What follows belongs to an exercise in optimizing a design on an open flow for small area and few clock cycles per item; a production flow would make more cautious choices.
In this exercise RTL edits were held to simulation tests only and were not proved equivalent to the original.

==> job 7837 <==
// invsqrt_top
module invsqrt_top (
    input  logic        i_clk,
    input  logic        i_arst_n,
    input  logic        i_valid,
    output logic        o_ready,
    input  logic [31:0] i_x,
    output logic        o_valid,
    input  logic        i_ready,
    output logic [31:0] o_result,
    output logic        o_invalid_op,
    output logic        o_divide_by_zero
);
make LEC_CHECK=0 ABC_AREA=1 CAP_MARGIN=20 CORE_MARGIN=2 CORE_UTILIZATION=35 GPL_TIMING_DRIVEN=0 PLACE_DENSITY=0.45 SLEW_MARGIN=20 finish   # period 10.5 ns
run.sh (not shown) runs the stock make flow with config.mk's settings and CLKGATE_MAP_FILE= SYNTH_SCRIPT=/design/flow/synth_recipe.tcl, a recipe that flattens the netlist after the stock synthesis.
==> job 3234 (differences from job 7837) <==
Settings changed: CAP_MARGIN 20 to 25, CORE_UTILIZATION 35 to 22, PLACE_DENSITY 0.45 to 0.3, SETUP_SLACK_MARGIN set to 0.1, SLEW_MARGIN 20 to 25.
==> job 6916 (differences from job 7837) <==
Settings changed: CAP_MARGIN 20 to 25, SLEW_MARGIN 20 to 25.
==> run notes <==
In sequential cell count, job 7837 and job 6916 do not differ. Between job 7837 and job 6916, the lower first-iteration DRC count is in job 6916 (gap about 1%, measured against job 6916). Fmax: job 3234 > job 7837 > job 6916. Global-route usage: job 3234 < job 6916 < job 7837. Synthesized cell count is the same in job 3234 and job 6916. The lowest clock skew belongs to job 6916, the highest to job 3234. In synthesized area, job 3234 and job 7837 do not differ. In job 6916 the hold slack is better than in job 7837, by 0.0032 ns. Non-clock buffer count, lowest first: job 6916, job 7837, job 3234.
==> figures <==
metric	job 3234	job 6916	job 7837
Run status	timing/DRC/antenna clean	timing/DRC/antenna clean	timing/DRC/antenna clean
Register share of the cell area	0.106	0.110	0.110
Crit path from	x_q[17]	x_q[17]	x_q[18]
Wl on met1	60.3 mm	47.7 mm	47.3 mm
NumNets Final	3117	3110	3112
Cell repeated most along the worst path	sky130_fd_sc_hd__fa_1	sky130_fd_sc_hd__fa_1	sky130_fd_sc_hd__nand2_1
Final std cells w/o fill	3846	3398	3400
Final routed wire length divided by cell count	35.7 um	34.8 um	34.8 um
Clock latency on the worst-skew pair	0.42 ns	0.37 ns	0.37 ns
Per-cell via count in the routed design	5.27	6.22	6.20
Area of the core	85300 um2	53700 um2	53700 um2
Non-clock buffer total of the final layout	177	170	172
Ratio of layout area to synthesized area	1.142x	1.105x	1.104x
Least setup slack across all paths after layout	0.418 ns	0.260 ns	0.267 ns
Area of all placed cells without fillers	21700 um2	21000 um2	20900 um2
Vias in the first global route	20.7k	20.8k	21.1k
Number of cells traversed by the worst register-to-register path	32	32	34
Testbench counts of job 7837, summed over its fixed seeds: cycles 32,016, items 32,000.
Testbench counts of job 3234, summed over its fixed seeds: cycles 32,016, items 32,000.
Testbench counts of job 6916, summed over its fixed seeds: cycles 32,016, items 32,000.

==> xenon <==
Another version of the RTL of invsqrt_top (not shown whole).
Settings: LEC_CHECK=0, ABC_AREA=1, CAP_MARGIN=25, CORE_MARGIN=2, CORE_UTILIZATION=35, GPL_TIMING_DRIVEN=0, PLACE_DENSITY=0.45, SETUP_SLACK_MARGIN=0.15, SLEW_MARGIN=25; clock period 10.5 ns.
standard.sh (not shown) runs the stock make flow with config.mk's settings and CLKGATE_MAP_FILE= SYNTH_SCRIPT=/design/flow/synth_recipe.tcl, a recipe that flattens the netlist after the stock synthesis.
==> flow/flow/run.sh <==
#!/bin/bash
# Standard layout, with one extra netlist step between synthesis and floorplan:
# flow/fixinv.py pushes inverters through full-adder cells (a full adder is
# self-dual), which removes inverters and leaves the logic, registers and ports as
# they were. Each tool's output goes to a log file in this folder.
set -euo pipefail
cp standard.sh log_standard_sh.txt
bash standard.sh synth > log_synth.txt 2>&1
R=$(dirname "$(find orfs/results -name 1_2_yosys.v | head -1)")
cp "$R/1_2_yosys.v" log_1_2_yosys_std.v.txt
python3 flow/fixinv.py "$R/1_2_yosys.v" "$R/1_2_yosys.fix.v" > log_fixinv.txt 2>&1
cp "$R/1_2_yosys.fix.v" "$R/1_2_yosys.v"
rm -f "$R/1_synth.odb"
bash standard.sh finish > log_finish.txt 2>&1
==> flow/flow/fixinv.py <==
#!/usr/bin/env python3
"""Push inverters through full adders in a flat sky130 netlist.

A full adder is self-dual: FA(~a,~b,~c) = (~sum, ~cout). Each fa cell may
therefore be fed complemented inputs, which complements its outputs. This script
chooses, per full adder, the polarity that needs the fewest inverters, then
rebuilds the inverters (one per signal that is needed complemented). Logic
function, registers and ports are unchanged.
usage: fixinv.py IN.v OUT.v
"""
import re, sys
from collections import defaultdict

OUTPINS = {'X', 'Y', 'Q', 'Q_N', 'SUM', 'COUT', 'HI', 'LO'}

def main(src, dst):
    lines = open(src).read().split('\n')
    head, insts, tail = [], [], []
    i = 0
    while i < len(lines) and not re.match(r'^\s+sky130_fd_sc_hd__\w+ \S', lines[i]):
        head.append(lines[i]); i += 1
    while i < len(lines):
        m = re.match(r'^\s+(sky130_fd_sc_hd__\w+) (.+?) \($', lines[i])
        if not m:
            break
        typ, name = m.group(1), m.group(2)
        pins = []
        i += 1
        while not re.match(r'^\s+\);$', lines[i]):
            pm = re.match(r'^\s+\.(\w+)\((.*)\),?$', lines[i])
            pins.append([pm.group(1), pm.group(2)])
            i += 1
        i += 1
        insts.append([typ, name, pins])
    tail = lines[i:]
    # ports
    ports = set()
    for l in head:
        m = re.match(r'^\s+(input|output)\s+(\[\d+:\d+\]\s+)?(\S+);', l)
        if m:
            ports.add(m.group(3))
    def isport(net):
        b = net.split('[')[0].strip()
        return b in ports
    isinv = lambda t: re.match(r'sky130_fd_sc_hd__(clk)?inv(lp)?_\d+$', t) is not None
    isfa = lambda t: re.match(r'sky130_fd_sc_hd__fa_\d+$', t) is not None
    drv = {}
    for k, (t, n, pins) in enumerate(insts):
        for p, net in pins:
            if p in OUTPINS:
                drv[net] = (k, p)
    # inverters kept as they are: those driving a port
    keep = set()
    for k, (t, n, pins) in enumerate(insts):
        if isinv(t):
            y = [net for p, net in pins if p == 'Y'][0]
            if isport(y):
                keep.add(k)
    def base(net):
        par = 0
        seen = 0
        while net in drv and isinv(insts[drv[net][0]][0]) and drv[net][0] not in keep:
            a = [x for p, x in insts[drv[net][0]][2] if p == 'A'][0]
            net = a; par ^= 1; seen += 1
            if seen > 50: break
        return net, par
    # consumers: (inst k, pin index) -> (source net, parity)
    cons = []
    for k, (t, n, pins) in enumerate(insts):
        if isinv(t) and k not in keep:
            continue
        for pi, (p, net) in enumerate(pins):
            if p in OUTPINS:
                continue
            if net.startswith("1'b") or net == '':
                continue
            s, par = base(net)
            cons.append((k, pi, s, par))
    fa_idx = [k for k, (t, n, p) in enumerate(insts) if isfa(t)]
    flip = defaultdict(int)
    srcflip = lambda s: flip[drv[s][0]] if (s in drv and isfa(insts[drv[s][0]][0])) else 0
    by_src = defaultdict(list)
    by_inst = defaultdict(list)
    for c in cons:
        by_src[c[2]].append(c)
        by_inst[c[0]].append(c)
    def req(c):
        k, pi, s, par = c
        r = par ^ srcflip(s)
        if isfa(insts[k][0]) and insts[k][2][pi][0] in ('A', 'B', 'CIN'):
            r ^= flip[k]
        return r
    def need(s):
        return any(req(c) for c in by_src[s])
    def outnets(k):
        return [net for p, net in insts[k][2] if p in ('SUM', 'COUT')]
    def affected(k):
        ss = set(c[2] for c in by_inst[k])
        ss.update(outnets(k))
        return ss
    before = sum(1 for s in by_src if need(s))
    changed = True; rounds = 0
    while changed and rounds < 50:
        changed = False; rounds += 1
        for k in fa_idx:
            A = affected(k)
            c0 = sum(1 for s in A if need(s))
            flip[k] ^= 1
            c1 = sum(1 for s in A if need(s))
            if c1 < c0:
                changed = True
            else:
                flip[k] ^= 1
    after = sum(1 for s in by_src if need(s))
    # rebuild
    invnet = {}
    newinst = []
    cnt = 0
    for s in sorted(by_src):
        if need(s):
            cnt += 1
            nn = 'fxinv_n%d' % cnt
            invnet[s] = nn
            newinst.append(['sky130_fd_sc_hd__inv_1', 'fxinv_%d' % cnt, [['A', s], ['Y', nn]]])
    for c in cons:
        k, pi, s, par = c
        insts[k][2][pi][1] = invnet[s] if req(c) else s
    out = [x for k, x in enumerate(insts) if not (isinv(x[0]) and k not in keep)]
    out += newinst
    # nets still used
    used = set()
    for t, n, pins in out:
        for p, net in pins:
            used.add(net)
    nh = []
    for l in head:
        m = re.match(r'^\s+wire\s+(\S+);$', l)
        if m and not isport(m.group(1)) and m.group(1) not in used and not m.group(1).startswith('['):
            continue
        nh.append(l)
    # insert new wire declarations before first instance
    for k in range(1, cnt + 1):
        nh.append('  wire fxinv_n%d;' % k)
    res = nh[:]
    for t, n, pins in out:
        res.append('  %s %s (' % (t, n))
        for j, (p, net) in enumerate(pins):
            res.append('    .%s(%s)%s' % (p, net, ',' if j < len(pins) - 1 else ''))
        res.append('  );')
    res += tail
    open(dst, 'w').write('\n'.join(res))
    ninv_old = sum(1 for t, n, p in insts if isinv(t))
    print('full adders %d, flipped %d, inverters %d -> %d (needed before %d, after %d, kept %d)'
          % (len(fa_idx), sum(flip[k] for k in fa_idx), ninv_old, cnt + len(keep), before, after, len(keep)))

if __name__ == '__main__':
    main(sys.argv[1], sys.argv[2])
==> harbor: changes against xenon <==
==> flow/flow/run.sh (replaced) <==
#!/bin/bash
# Standard layout with two netlist steps between synthesis and floorplan:
#  flow/resyn.sh re-maps the combinational cells with a stronger ABC
#  script (registers, full/half adders and ports untouched), and flow/fixinv.py
#  pushes inverters through the full adders (a full adder is self-dual).
# Each tool's output goes to a log file in this folder.
set -euo pipefail
cp standard.sh log_standard_sh.txt
bash standard.sh synth > log_synth.txt 2>&1
R=$(dirname "$(find orfs/results -name 1_2_yosys.v | head -1)")
cp "$R/1_2_yosys.v" log_1_2_yosys_std.v.txt
LIB="$FLOW_HOME/platforms/sky130hd/lib/sky130_fd_sc_hd__tt_025C_1v80.lib"
bash flow/resyn.sh "$R/1_2_yosys.v" "$R/1_2_yosys.rs.v" "$LIB" flow/dontuse.txt flow/heavy.abc flow/abc.constr 10500 > log_resyn.txt 2>&1
python3 flow/fixinv.py "$R/1_2_yosys.rs.v" "$R/1_2_yosys.fix.v" > log_fixinv.txt 2>&1
cp "$R/1_2_yosys.fix.v" "$R/1_2_yosys.v"
rm -f "$R/1_synth.odb"
bash standard.sh finish > log_finish.txt 2>&1
==> flow/flow/abc.constr (new file) <==
set_driving_cell sky130_fd_sc_hd__buf_1
set_load 5
==> flow/flow/dontuse.txt (new file) <==
-dont_use sky130_fd_sc_hd__lpflow_bleeder_1 -dont_use sky130_fd_sc_hd__lpflow_clkbufkapwr_1 -dont_use sky130_fd_sc_hd__lpflow_clkbufkapwr_16 -dont_use sky130_fd_sc_hd__lpflow_clkbufkapwr_2 -dont_use sky130_fd_sc_hd__lpflow_clkbufkapwr_4 -dont_use sky130_fd_sc_hd__lpflow_clkbufkapwr_8 -dont_use sky130_fd_sc_hd__lpflow_clkinvkapwr_1 -dont_use sky130_fd_sc_hd__lpflow_clkinvkapwr_16 -dont_use sky130_fd_sc_hd__lpflow_clkinvkapwr_2 -dont_use sky130_fd_sc_hd__lpflow_clkinvkapwr_4 -dont_use sky130_fd_sc_hd__lpflow_clkinvkapwr_8 -dont_use sky130_fd_sc_hd__lpflow_decapkapwr_12 -dont_use sky130_fd_sc_hd__lpflow_decapkapwr_3 -dont_use sky130_fd_sc_hd__lpflow_decapkapwr_4 -dont_use sky130_fd_sc_hd__lpflow_decapkapwr_6 -dont_use sky130_fd_sc_hd__lpflow_decapkapwr_8 -dont_use sky130_fd_sc_hd__lpflow_inputiso0n_1 -dont_use sky130_fd_sc_hd__lpflow_inputiso0p_1 -dont_use sky130_fd_sc_hd__lpflow_inputiso1n_1 -dont_use sky130_fd_sc_hd__lpflow_inputiso1p_1 -dont_use sky130_fd_sc_hd__lpflow_inputisolatch_1 -dont_use sky130_fd_sc_hd__lpflow_isobufsrc_1 -dont_use sky130_fd_sc_hd__lpflow_isobufsrc_16 -dont_use sky130_fd_sc_hd__lpflow_isobufsrc_2 -dont_use sky130_fd_sc_hd__lpflow_isobufsrc_4 -dont_use sky130_fd_sc_hd__lpflow_isobufsrc_8 -dont_use sky130_fd_sc_hd__lpflow_isobufsrckapwr_16 -dont_use sky130_fd_sc_hd__lpflow_lsbuf_lh_hl_isowell_tap_1 -dont_use sky130_fd_sc_hd__lpflow_lsbuf_lh_hl_isowell_tap_2 -dont_use sky130_fd_sc_hd__lpflow_lsbuf_lh_hl_isowell_tap_4 -dont_use sky130_fd_sc_hd__lpflow_lsbuf_lh_isowell_4 -dont_use sky130_fd_sc_hd__lpflow_lsbuf_lh_isowell_tap_1 -dont_use sky130_fd_sc_hd__lpflow_lsbuf_lh_isowell_tap_2 -dont_use sky130_fd_sc_hd__lpflow_lsbuf_lh_isowell_tap_4 -dont_use sky130_fd_sc_hd__probe_p_8 -dont_use sky130_fd_sc_hd__probec_p_8 
--- a/flow/flow/fixinv.py
+++ b/flow/flow/fixinv.py
@@ -99,18 +99,43 @@
         ss.update(outnets(k))
         return ss
     before = sum(1 for s in by_src if need(s))
-    changed = True; rounds = 0
-    while changed and rounds < 50:
-        changed = False; rounds += 1
-        for k in fa_idx:
-            A = affected(k)
-            c0 = sum(1 for s in A if need(s))
+    import random, math
+    rng = random.Random(12345)
+    def greedy():
+        changed = True; rounds = 0
+        while changed and rounds < 50:
+            changed = False; rounds += 1
+            for k in fa_idx:
+                A = affected(k)
+                c0 = sum(1 for s in A if need(s))
+                flip[k] ^= 1
+                c1 = sum(1 for s in A if need(s))
+                if c1 < c0:
+                    changed = True
+                else:
+                    flip[k] ^= 1
+    greedy()
+    best = sum(1 for s in by_src if need(s)); bestflip = dict(flip)
+    cur = best
+    # simulated annealing over single full-adder flips
+    T = 1.0
+    steps = 40000
+    for it in range(steps):
+        k = fa_idx[rng.randrange(len(fa_idx))]
+        A = affected(k)
+        c0 = sum(1 for s in A if need(s))
+        flip[k] ^= 1
+        c1 = sum(1 for s in A if need(s))
+        d = c1 - c0
+        if d <= 0 or rng.random() < math.exp(-d / T):
+            cur += d
+            if cur < best:
+                best = cur; bestflip = dict(flip)
+        else:
             flip[k] ^= 1
-            c1 = sum(1 for s in A if need(s))
-            if c1 < c0:
-                changed = True
-            else:
-                flip[k] ^= 1
+        T = max(0.05, 1.0 * (1 - it / steps))
+    flip.clear(); flip.update(bestflip)
+    greedy()
     after = sum(1 for s in by_src if need(s))
     # rebuild
     invnet = {}
==> flow/flow/heavy.abc (new file) <==
strash
balance
rewrite
refactor
balance
rewrite
rewrite -z
balance
refactor -z
rewrite -z
balance
dch -f
map
topo
stime -c
buffer -c
upsize -c
dnsize -c
==> flow/flow/resyn.sh (new file) <==
#!/bin/bash
# Re-map the combinational standard cells of a synthesized netlist with a stronger
# area-oriented ABC script. Registers, full/half adders and the tie cell are kept as
# they are (blackboxed); only the logic between them is re-mapped.
# usage: resyn.sh IN.v OUT.v LIB DONTUSEFILE ABCSCRIPT
set -euo pipefail
IN=$1; OUT=$2; LIB=$3; DU=$(cat "$4"); SC=$(realpath "$5"); X=""
if [ $# -ge 6 ]; then X="-constr $(realpath "$6") -D $7"; fi
YOSYS=yosys
[ -x "${FLOW_HOME:-/nonexistent}/../tools/install/yosys/bin/yosys" ] && YOSYS="$FLOW_HOME/../tools/install/yosys/bin/yosys"
cat > resyn.ys <<EOY
read_liberty -overwrite -ignore_miss_func $LIB
read_verilog $IN
hierarchy -top invsqrt_top
blackbox sky130_fd_sc_hd__fa_1 sky130_fd_sc_hd__fa_2 sky130_fd_sc_hd__fa_4 sky130_fd_sc_hd__ha_1 sky130_fd_sc_hd__ha_2 sky130_fd_sc_hd__ha_4 sky130_fd_sc_hd__edfxtp_1 sky130_fd_sc_hd__dfrtp_1 sky130_fd_sc_hd__dfxtp_1 sky130_fd_sc_hd__conb_1
flatten
opt_clean
stat
abc -liberty $LIB $DU -script $SC $X
opt_clean -purge
rename -hide w:*.*
rename -enumerate -pattern rs_%_
hierarchy -top invsqrt_top
stat
write_verilog -noattr -nohex -nodec $OUT
EOY
"$YOSYS" -s resyn.ys
--- a/flow/config.mk
+++ b/flow/config.mk
@@ -8,8 +8,8 @@
 export ABC_AREA = 1
 export CAP_MARGIN = 25
 export CORE_MARGIN = 2
-export CORE_UTILIZATION = 35
+export CORE_UTILIZATION = 22
 export GPL_TIMING_DRIVEN = 0
-export PLACE_DENSITY = 0.45
-export SETUP_SLACK_MARGIN = 0.15
+export PLACE_DENSITY = 0.3
+export SETUP_SLACK_MARGIN = 0.1
 export SLEW_MARGIN = 25
==> run notes <==
- Of xenon and harbor, harbor has the higher routed wire length (gap about 10%, measured against harbor).
- Synthesized cell count: harbor is smaller than xenon (about 3%).
- Against xenon, the hold slack of harbor is worse by 0.013 ns.
- Final cell count: harbor is higher than xenon (about 10%).
- Clock-buffer cell count is the same in xenon and harbor.
- Of harbor and xenon, xenon has the higher first-iteration DRC count (gap about 28%, measured against xenon).
- Of harbor and xenon, xenon has the higher synthesized area (gap 0.84%, measured against xenon).
- Between harbor and xenon, the lower non-clock buffer count is in harbor (gap 4).
==> figures <==
|  | xenon | harbor |
|---|---|---|
| Run status | complete, no violations | complete, no violations |
| Synthesized netlist net count | 2689 | 2616 |
| Taps Inserted | 664 | 1040 |
| Setup Skew | 0.0169 ns | 0.0238 ns |
| Fill cell total of the finished layout | 5011 | 8673 |
| Routability Congestion | 1.13 | 1.07 |
| Combined area of all synthesized cells | 17400 um2 | 17200 um2 |
| # rows | 81 | 102 |
| Number of cells traversed by the worst register-to-register path | 31 | 27 |
| Number of vias per cell | 6.62 | 5.66 |
| Count of placed standard cells including taps | 3036 | 3341 |
| Drt first pass iters | 8 | 6 |
| Met3 track demand over resource | 0.221 | 0.113 |
| Starting Density | 0.355 | 0.222 |
| Delay contributed by the slowest stage of the critical path | 0.57 ns | 0.69 ns |
| Setup Slack @ Placement | -0.617 ns | -1.62 ns |
| Clock Pin Slew Worst Setup and Hold Paths | 0.08 ns | 0.09 ns |
| Floorplan Core Area | 49000 um2 | 77500 um2 |
| Met2 WL post-DR | 46.7 mm | 52.6 mm |
| Part of the cycle the worst path needs | 0.973 | 0.973 |
Testbench counts of xenon, summed over its fixed seeds: cycles 32,016, items 32,000.
Testbench counts of harbor, summed over its fixed seeds: cycles 32,016, items 32,000.

## re-timing with driven ports
In the flow no input, the clock included, has a driving cell. The finished layouts below were timed again as built, in two steps.
Step 1 sets driving cells, clkbuf_16 on the clock port and buf_2 on the other inputs (assumed; they add their load-dependent delay and slew).
Step 2 also shifts input and output timing later by t, the mid clock arrival at the registers, as if the neighbouring blocks saw the same clock.
Slacks: no drivers / after step 1 / after step 2; pairs: no drivers / after step 1.
run	shift t [ns]	slack for setup (ns)	worst slew at a driven data input, ns
job 7837	0.422	0.267 / 0.267 / 0.267	0.05
job 3234	0.484	0.418 / 0.418 / 0.418	0.05
job 6916	0.427	0.260 / 0.260 / 0.260	0.06
xenon	0.438	0.283 / 0.283 / 0.283	0.07
harbor	0.452	0.278 / 0.278 / 0.278	0.05
After both steps setup and hold are still met in every run listed.
